Source: an optimization exercise on an open RTL-to-GDS flow (aim: small area, a short achievable clock period and few clock cycles per item). Production flows keep margins and buffers that such runs may drop. The RTL was checked by simulation tests, not by an equivalence proof against the original design. Power figures rest on the tool's default switching activity, not on a simulated workload.

// icache
module icache #(
  parameter int WIDTH = 32,
  parameter int LINES = 16,
  parameter int WPL   = 4
) (
  input  logic             clk,
  input  logic             rst,
  input  logic [WIDTH-1:0] pc_fetch,
  input  logic             inv_all,
  output logic [WIDTH-1:0] instr_fetch,
  output logic             stall_pc,
  output logic             mem_req,
  output logic [WIDTH-1:0] mem_addr,
  input  logic [WIDTH-1:0] mem_rdata,
  input  logic             mem_rvalid
);
  localparam int OFF_W    = $clog2(WPL);
  localparam int IDX_W    = $clog2(LINES);
  localparam int LINE_LSB = 2 + OFF_W;
  localparam int TAG_W    = WIDTH - LINE_LSB - IDX_W;
  localparam int LA_W     = WIDTH - LINE_LSB;
  localparam logic [OFF_W-1:0] LAST_BEAT = OFF_W'(WPL - 1);
  logic              open_q;
  logic [LA_W-1:0]   addr_q;
  logic [OFF_W-1:0]  beat_q;
  logic              taint_q;
  logic [LINES-1:0]  valid_q;
  logic [TAG_W-1:0]  tring_q [LINES];
  logic              tpend_q;
  logic [OFF_W-1:0]  rot_q;
  logic [WPL-1:0]    lo_map_q [WPL];   
  logic [WIDTH-1:0]  ring_q [LINES][WPL];
  logic [WIDTH-1:0]  fb_q   [WPL];
  logic [WPL-1:0]    fb_pend_q;
  logic [IDX_W-1:0]  fb_idx_q [WPL];
  logic [OFF_W-1:0]  pc_off;
  logic [IDX_W-1:0]  pc_idx;
  logic [TAG_W-1:0]  pc_tag;
  logic [IDX_W-1:0]  fill_idx;
  logic [IDX_W-1:0]  wr_idx;
  logic [OFF_W-1:0]  wr_off;
  logic [LINES-1:0]  slot_match;
  ...
Size: ~5500 cells after synthesis, roughly 2600 flip-flops, ~130 I/O pins, roughly 86000 um^2 of cells after synthesis.
clock: 5.5 ns
lec_check: 0
cap_margin: 20
core_margin: 2
core_utilization: 65
cts_buf_list: sky130_fd_sc_hd__clkbuf_16
cts_cluster_diameter: 80
cts_cluster_size: 24
setup_slack_margin: 1.5
slew_margin: 20
standard.sh (not shown) runs the stock make flow with config.mk's settings and CLKGATE_MAP_FILE= SYNTH_SCRIPT=/design/flow/synth_recipe.tcl, a recipe that flattens the netlist after the stock synthesis.
==> flow/flow/run.sh <==
#!/bin/bash
# The standard layout, with two changes:
# - the port buffers are inserted as plain buf_4 cells instead of the delay
#   cells buffer_ports picks by default;
# - the slow 4-input OR/NOR cells (four PMOS in series) are added to the
#   platform's don't-use list, for synthesis and the resizer alike. The list
#   below is the platform's own DONT_USE_CELLS followed by those cells.
set -euo pipefail
export BUFFER_PORTS_ARGS="-buffer_cell sky130_fd_sc_hd__buf_4"
DU="sky130_fd_sc_hd__probe_p_8 sky130_fd_sc_hd__probec_p_8 sky130_fd_sc_hd__lpflow_bleeder_1 sky130_fd_sc_hd__lpflow_clkbufkapwr_1 sky130_fd_sc_hd__lpflow_clkbufkapwr_16 sky130_fd_sc_hd__lpflow_clkbufkapwr_2 sky130_fd_sc_hd__lpflow_clkbufkapwr_4 sky130_fd_sc_hd__lpflow_clkbufkapwr_8 sky130_fd_sc_hd__lpflow_clkinvkapwr_1 sky130_fd_sc_hd__lpflow_clkinvkapwr_16 sky130_fd_sc_hd__lpflow_clkinvkapwr_2 sky130_fd_sc_hd__lpflow_clkinvkapwr_4 sky130_fd_sc_hd__lpflow_clkinvkapwr_8 sky130_fd_sc_hd__lpflow_decapkapwr_12 sky130_fd_sc_hd__lpflow_decapkapwr_3 sky130_fd_sc_hd__lpflow_decapkapwr_4 sky130_fd_sc_hd__lpflow_decapkapwr_6 sky130_fd_sc_hd__lpflow_decapkapwr_8 sky130_fd_sc_hd__lpflow_inputiso0n_1 sky130_fd_sc_hd__lpflow_inputiso0p_1 sky130_fd_sc_hd__lpflow_inputiso1n_1 sky130_fd_sc_hd__lpflow_inputiso1p_1 sky130_fd_sc_hd__lpflow_inputisolatch_1 sky130_fd_sc_hd__lpflow_isobufsrc_1 sky130_fd_sc_hd__lpflow_isobufsrc_16 sky130_fd_sc_hd__lpflow_isobufsrc_2 sky130_fd_sc_hd__lpflow_isobufsrc_4 sky130_fd_sc_hd__lpflow_isobufsrc_8 sky130_fd_sc_hd__lpflow_isobufsrckapwr_16 sky130_fd_sc_hd__lpflow_lsbuf_lh_hl_isowell_tap_1 sky130_fd_sc_hd__lpflow_lsbuf_lh_hl_isowell_tap_2 sky130_fd_sc_hd__lpflow_lsbuf_lh_hl_isowell_tap_4 sky130_fd_sc_hd__lpflow_lsbuf_lh_isowell_4 sky130_fd_sc_hd__lpflow_lsbuf_lh_isowell_tap_1 sky130_fd_sc_hd__lpflow_lsbuf_lh_isowell_tap_2 sky130_fd_sc_hd__lpflow_lsbuf_lh_isowell_tap_4 sky130_fd_sc_hd__fill_1 sky130_fd_sc_hd__fill_2 sky130_fd_sc_hd__fill_4 sky130_fd_sc_hd__fill_8  sky130_fd_sc_hd__a2111o_1 sky130_fd_sc_hd__a2111o_2 sky130_fd_sc_hd__a2111o_4 sky130_fd_sc_hd__a2111oi_0 sky130_fd_sc_hd__a2111oi_1 sky130_fd_sc_hd__a2111oi_2 sky130_fd_sc_hd__a2111oi_4 sky130_fd_sc_hd__nor4_1 sky130_fd_sc_hd__nor4_2 sky130_fd_sc_hd__nor4_4 sky130_fd_sc_hd__nor4b_1 sky130_fd_sc_hd__nor4b_2 sky130_fd_sc_hd__nor4b_4 sky130_fd_sc_hd__nor4bb_1 sky130_fd_sc_hd__nor4bb_2 sky130_fd_sc_hd__nor4bb_4 sky130_fd_sc_hd__or4_1 sky130_fd_sc_hd__or4_2 sky130_fd_sc_hd__or4_4 sky130_fd_sc_hd__or4b_1 sky130_fd_sc_hd__or4b_2 sky130_fd_sc_hd__or4b_4 sky130_fd_sc_hd__or4bb_1 sky130_fd_sc_hd__or4bb_2 sky130_fd_sc_hd__or4bb_4 "
bash standard.sh "DONT_USE_CELLS=$DU" finish > standard_flow.log 2>&1
Testbench counts at the start, summed over its fixed seeds: cycles 34,783, fetches 24,000.
Then changed:
- SETUP_SLACK_MARGIN: 1.5 -> 1.2
=> Cell area fell slightly; setup slack improved by 0.028 ns; worst hold slack gets worse by 0.015 ns; die area stays the same; count of clock-buffer cells in the layout went down by 11; maximum frequency grows slightly; synthesized area does not change.

The RTL this note starts from:
==> flow/design.v <==
module icache #(
  parameter int WIDTH = 32,
  parameter int LINES = 16,
  parameter int WPL   = 4
) (
  input  logic             clk,
  input  logic             rst,
  input  logic [WIDTH-1:0] pc_fetch,
  input  logic             inv_all,
  output logic [WIDTH-1:0] instr_fetch,
  output logic             stall_pc,
  output logic             mem_req,
  output logic [WIDTH-1:0] mem_addr,
  input  logic [WIDTH-1:0] mem_rdata,
  input  logic             mem_rvalid
);
  localparam int OFF_W    = $clog2(WPL);
  localparam int IDX_W    = $clog2(LINES);
  localparam int LINE_LSB = 2 + OFF_W;
  localparam int TAG_W    = WIDTH - LINE_LSB - IDX_W;
  localparam int LA_W     = WIDTH - LINE_LSB;
  localparam logic [OFF_W-1:0] LAST_BEAT = OFF_W'(WPL - 1);
  logic              open_q;
  logic [LA_W-1:0]   addr_q;
  logic [OFF_W-1:0]  beat_q;
  logic              taint_q;
  logic [LINES-1:0]  valid_q;
  logic [TAG_W-1:0]  tring_q [LINES];
  logic              tpend_q;
  logic [OFF_W-1:0]  rot_q;
  logic [WIDTH-1:0]  ring_q [LINES][WPL];
  logic [WIDTH-1:0]  fb_q   [WPL];
  logic [WPL-1:0]    fb_pend_q;
  logic [IDX_W-1:0]  fb_idx_q [WPL];
  logic [OFF_W-1:0]  pc_off;
  logic [IDX_W-1:0]  pc_idx;
  logic [TAG_W-1:0]  pc_tag;
  logic [IDX_W-1:0]  fill_idx;
  logic [IDX_W-1:0]  wr_idx;
  logic [OFF_W-1:0]  wr_off;
  logic [LINES-1:0]  slot_match;
  logic [LINES-1:0]  tw_start;
  logic [LINES-1:0]  tw_pend;
  logic              ring_hit;
  logic              fill_match;
  logic [LINES-1:0]  slot_sel;
  logic [WPL-1:0]    hi_sel;
  logic [WPL-1:0]    lo_sel;
  logic [WPL-1:0]    lo_dec;
  logic [LINES-1:0]  slot_wr;
  logic [WPL-1:0]    fb_out;
  logic              part_ok;
  logic              hit;
  logic              start;
  logic              beat;
  logic              last_beat;
  logic              bypass;
  logic              fb_rd;
  logic [WIDTH-1:0]  ring_rd;
  logic [WIDTH-1:0]  side_rd;
  logic              unused_bits;
  assign pc_off   = pc_fetch[LINE_LSB-1:2];
  assign pc_idx   = pc_fetch[LINE_LSB+IDX_W-1:LINE_LSB];
  assign pc_tag   = pc_fetch[WIDTH-1:LINE_LSB+IDX_W];
  assign fill_idx = addr_q[IDX_W-1:0];
  assign unused_bits = ^pc_fetch[1:0];
  always_comb begin
    for (int q = 0; q < WPL; q++) begin
      hi_sel[q] = (pc_idx[IDX_W-1:OFF_W] == OFF_W'(q));
      lo_dec[q] = (pc_idx[OFF_W-1:0] == OFF_W'(q));
    end
    for (int q = 0; q < WPL; q++) begin
      lo_sel[q] = lo_dec[OFF_W'(OFF_W'(q) - rot_q)];
    end
    ring_hit = 1'b0;
    for (int p = 0; p < LINES; p++) begin
      slot_sel[p]   = hi_sel[p / WPL] && lo_sel[p % WPL];
      slot_match[p] = (tring_q[p] == pc_tag);
      ring_hit      = ring_hit | (slot_sel[p] && slot_match[p]);
    end
    ring_hit = ring_hit && valid_q[pc_idx];
  end
  assign fill_match = (pc_fetch[WIDTH-1:LINE_LSB] == addr_q);
  assign part_ok = open_q && !taint_q &&
                   ((pc_off < beat_q) || ((pc_off == beat_q) && mem_rvalid));
  assign hit      = ring_hit || (fill_match && part_ok);
  assign stall_pc = !hit;
  always_comb begin
    ring_rd = '0;
    for (int p = 0; p < LINES; p++)
      ring_rd = ring_rd | (ring_q[p][pc_off] & {WIDTH{slot_sel[p]}});
  end
  assign fb_rd  = fb_pend_q[pc_off] && (fb_idx_q[pc_off] == pc_idx);
  assign bypass = mem_rvalid && (pc_idx == fill_idx) && (pc_off == beat_q);
  assign side_rd     = bypass ? mem_rdata : fb_q[pc_off];
  assign instr_fetch = (bypass || fb_rd) ? side_rd : ring_rd;
  assign start    = !open_q && !ring_hit;
  assign mem_req  = open_q || start;
  assign mem_addr = open_q ? {addr_q, {LINE_LSB{1'b0}}}
                           : {pc_fetch[WIDTH-1:LINE_LSB], {LINE_LSB{1'b0}}};
  assign beat      = mem_rvalid && (open_q || start);
  assign last_beat = beat && open_q && (beat_q == LAST_BEAT);
  assign wr_idx    = open_q ? fill_idx : pc_idx;
  assign wr_off    = open_q ? beat_q : '0;
  always_comb begin
    for (int p = 0; p < LINES; p++) begin
      tw_start[p] = (p % WPL == 0) && start && slot_sel[p + WPL - 1];
      tw_pend[p]  = (p % WPL == 0) && tpend_q &&
                    (fill_idx[IDX_W-1:OFF_W] == OFF_W'(p / WPL)) &&
                    (OFF_W'(fill_idx[OFF_W-1:0] + rot_q + 1'b1) == '0);
    end
  end
  always_comb begin
    for (int k = 0; k < WPL; k++) begin
      fb_out[k] = fb_pend_q[k] &&
                  (OFF_W'(fb_idx_q[k][OFF_W-1:0] + rot_q + 1'b1) == OFF_W'(k));
    end
    for (int p = 0; p < LINES; p++) begin
      slot_wr[p] = fb_out[p % WPL] &&
                   (fb_idx_q[p % WPL][IDX_W-1:OFF_W] == OFF_W'(p / WPL));
    end
  end
  always_ff @(posedge clk) begin
    if (rst) begin
      open_q    <= 1'b0;
      beat_q    <= '0;
      taint_q   <= 1'b0;
      valid_q   <= '0;
      rot_q     <= '0;
      fb_pend_q <= '0;
      tpend_q   <= 1'b0;
    end else begin
      rot_q   <= rot_q + 1'b1;
      tpend_q <= (start && !(|tw_start)) || (tpend_q && !(|tw_pend));
      if (start) begin
        open_q  <= 1'b1;
        beat_q  <= OFF_W'(beat);
        taint_q <= inv_all;
      end else if (open_q) begin
        if (beat) beat_q <= beat_q + 1'b1;
        if (inv_all) taint_q <= 1'b1;
        if (last_beat) open_q <= 1'b0;
      end
      if (inv_all) begin
        valid_q <= '0;
      end else begin
        if (start) valid_q[pc_idx] <= 1'b0;
        if (last_beat && !taint_q) valid_q[fill_idx] <= 1'b1;
      end
      for (int k = 0; k < WPL; k++) begin
        if (fb_out[k]) fb_pend_q[k] <= 1'b0;
      end
      if (beat) fb_pend_q[wr_off] <= 1'b1;
    end
  end
  always_ff @(posedge clk) begin
    if (start) begin
      addr_q <= pc_fetch[WIDTH-1:LINE_LSB];
    end
  end
  always_ff @(posedge clk) begin
    if (beat && !rst) begin
      fb_q[wr_off]     <= mem_rdata;
      fb_idx_q[wr_off] <= wr_idx;
    end
  end
  always_ff @(posedge clk) begin
    for (int p = 0; p < LINES; p++) begin
      if (tw_start[p] || tw_pend[p]) begin
        tring_q[p] <= tpend_q ? addr_q[LA_W-1:IDX_W] : pc_tag;
      end else begin
        tring_q[p] <= tring_q[(p / WPL) * WPL + (p + WPL - 1) % WPL];
      end
    end
    for (int p = 0; p < LINES; p++) begin
      for (int k = 0; k < WPL; k++) begin
        if (k == p % WPL && slot_wr[p]) begin
          ring_q[p][k] <= fb_q[k];
        end else begin
          ring_q[p][k] <= ring_q[(p / WPL) * WPL + (p + WPL - 1) % WPL][k];
        end
      end
    end
  end
endmodule
export LEC_CHECK = 0
export CAP_MARGIN = 20
export CORE_MARGIN = 2
export CORE_UTILIZATION = 65
export CTS_BUF_LIST = sky130_fd_sc_hd__clkbuf_16
export CTS_CLUSTER_DIAMETER = 80
export CTS_CLUSTER_SIZE = 24
export SETUP_SLACK_MARGIN = 1.6
export SLEW_MARGIN = 20
create_clock -name core_clock -period 5.5 [get_ports {clk}]
==> flow/flow/run.sh <==
#!/bin/bash
# The standard layout, with the port buffers inserted as plain buf_4 cells
# instead of the delay cells buffer_ports picks by default.
set -euo pipefail
export BUFFER_PORTS_ARGS="-buffer_cell sky130_fd_sc_hd__buf_4"
bash standard.sh > standard_flow.log 2>&1
The starting point finished with timing, DRC and antenna clean.
Testbench counts at the start, summed over its fixed seeds: cycles 34,783, fetches 24,000.
Then changed:
CORE_UTILIZATION = 58   (was 65)
SETUP_SLACK_MARGIN = 1.2   (was 1.6)
Total power went up by 1.8%.
Via count went down by 1.1%.
Synthesized cell count stays the same.
Die area went up by 12%.
Sequential cell count is unchanged.
Final cell count went up by 2.5%.
Core utilization went down by 8.5 points.
Worst hold slack degrades by 0.0074 ns.
Synthesized area does not change.
Worst setup slack improves by 0.032 ns.

[re-timing with driven ports]
The results above use ideal ports. As a check the final layouts listed here were re-extracted and re-timed, cells and wires unchanged.
Step 1: set_driving_cell puts a clkbuf_16 on clk and a buf_2 on each other input, an assumption about the parent block.
Step 2 moves the port delays by t, midway between the first and last clock arrival at a register: inputs arrive t later, outputs are due t later. That takes back most of the time a late clock gives input paths.
Slacks: ideal ports / drivers / drivers and shift; pairs: ideal ports / drivers.
run	t (ns)	setup slack, ns	worst setup path after step 2	clock arrival spread, ns
the first run of note 1	0.847	1.078 / 0.846 / 0.727	input to register	0.033 / 0.033
the second run of note 1	0.842	1.107 / 0.931 / 0.732	input to register	0.056 / 0.056
the first run of note 2	0.859	0.777 / 0.699 / 0.392	input to register	0.044 / 0.044
the second run of note 2	0.869	0.809 / 0.721 / 0.312	input to register	0.030 / 0.031
After both steps setup and hold are still met in every run listed. For the second run of note 2, which loses most, drivers alone change the setup slack by -0.088 ns; drivers and shift together by -0.497 ns.
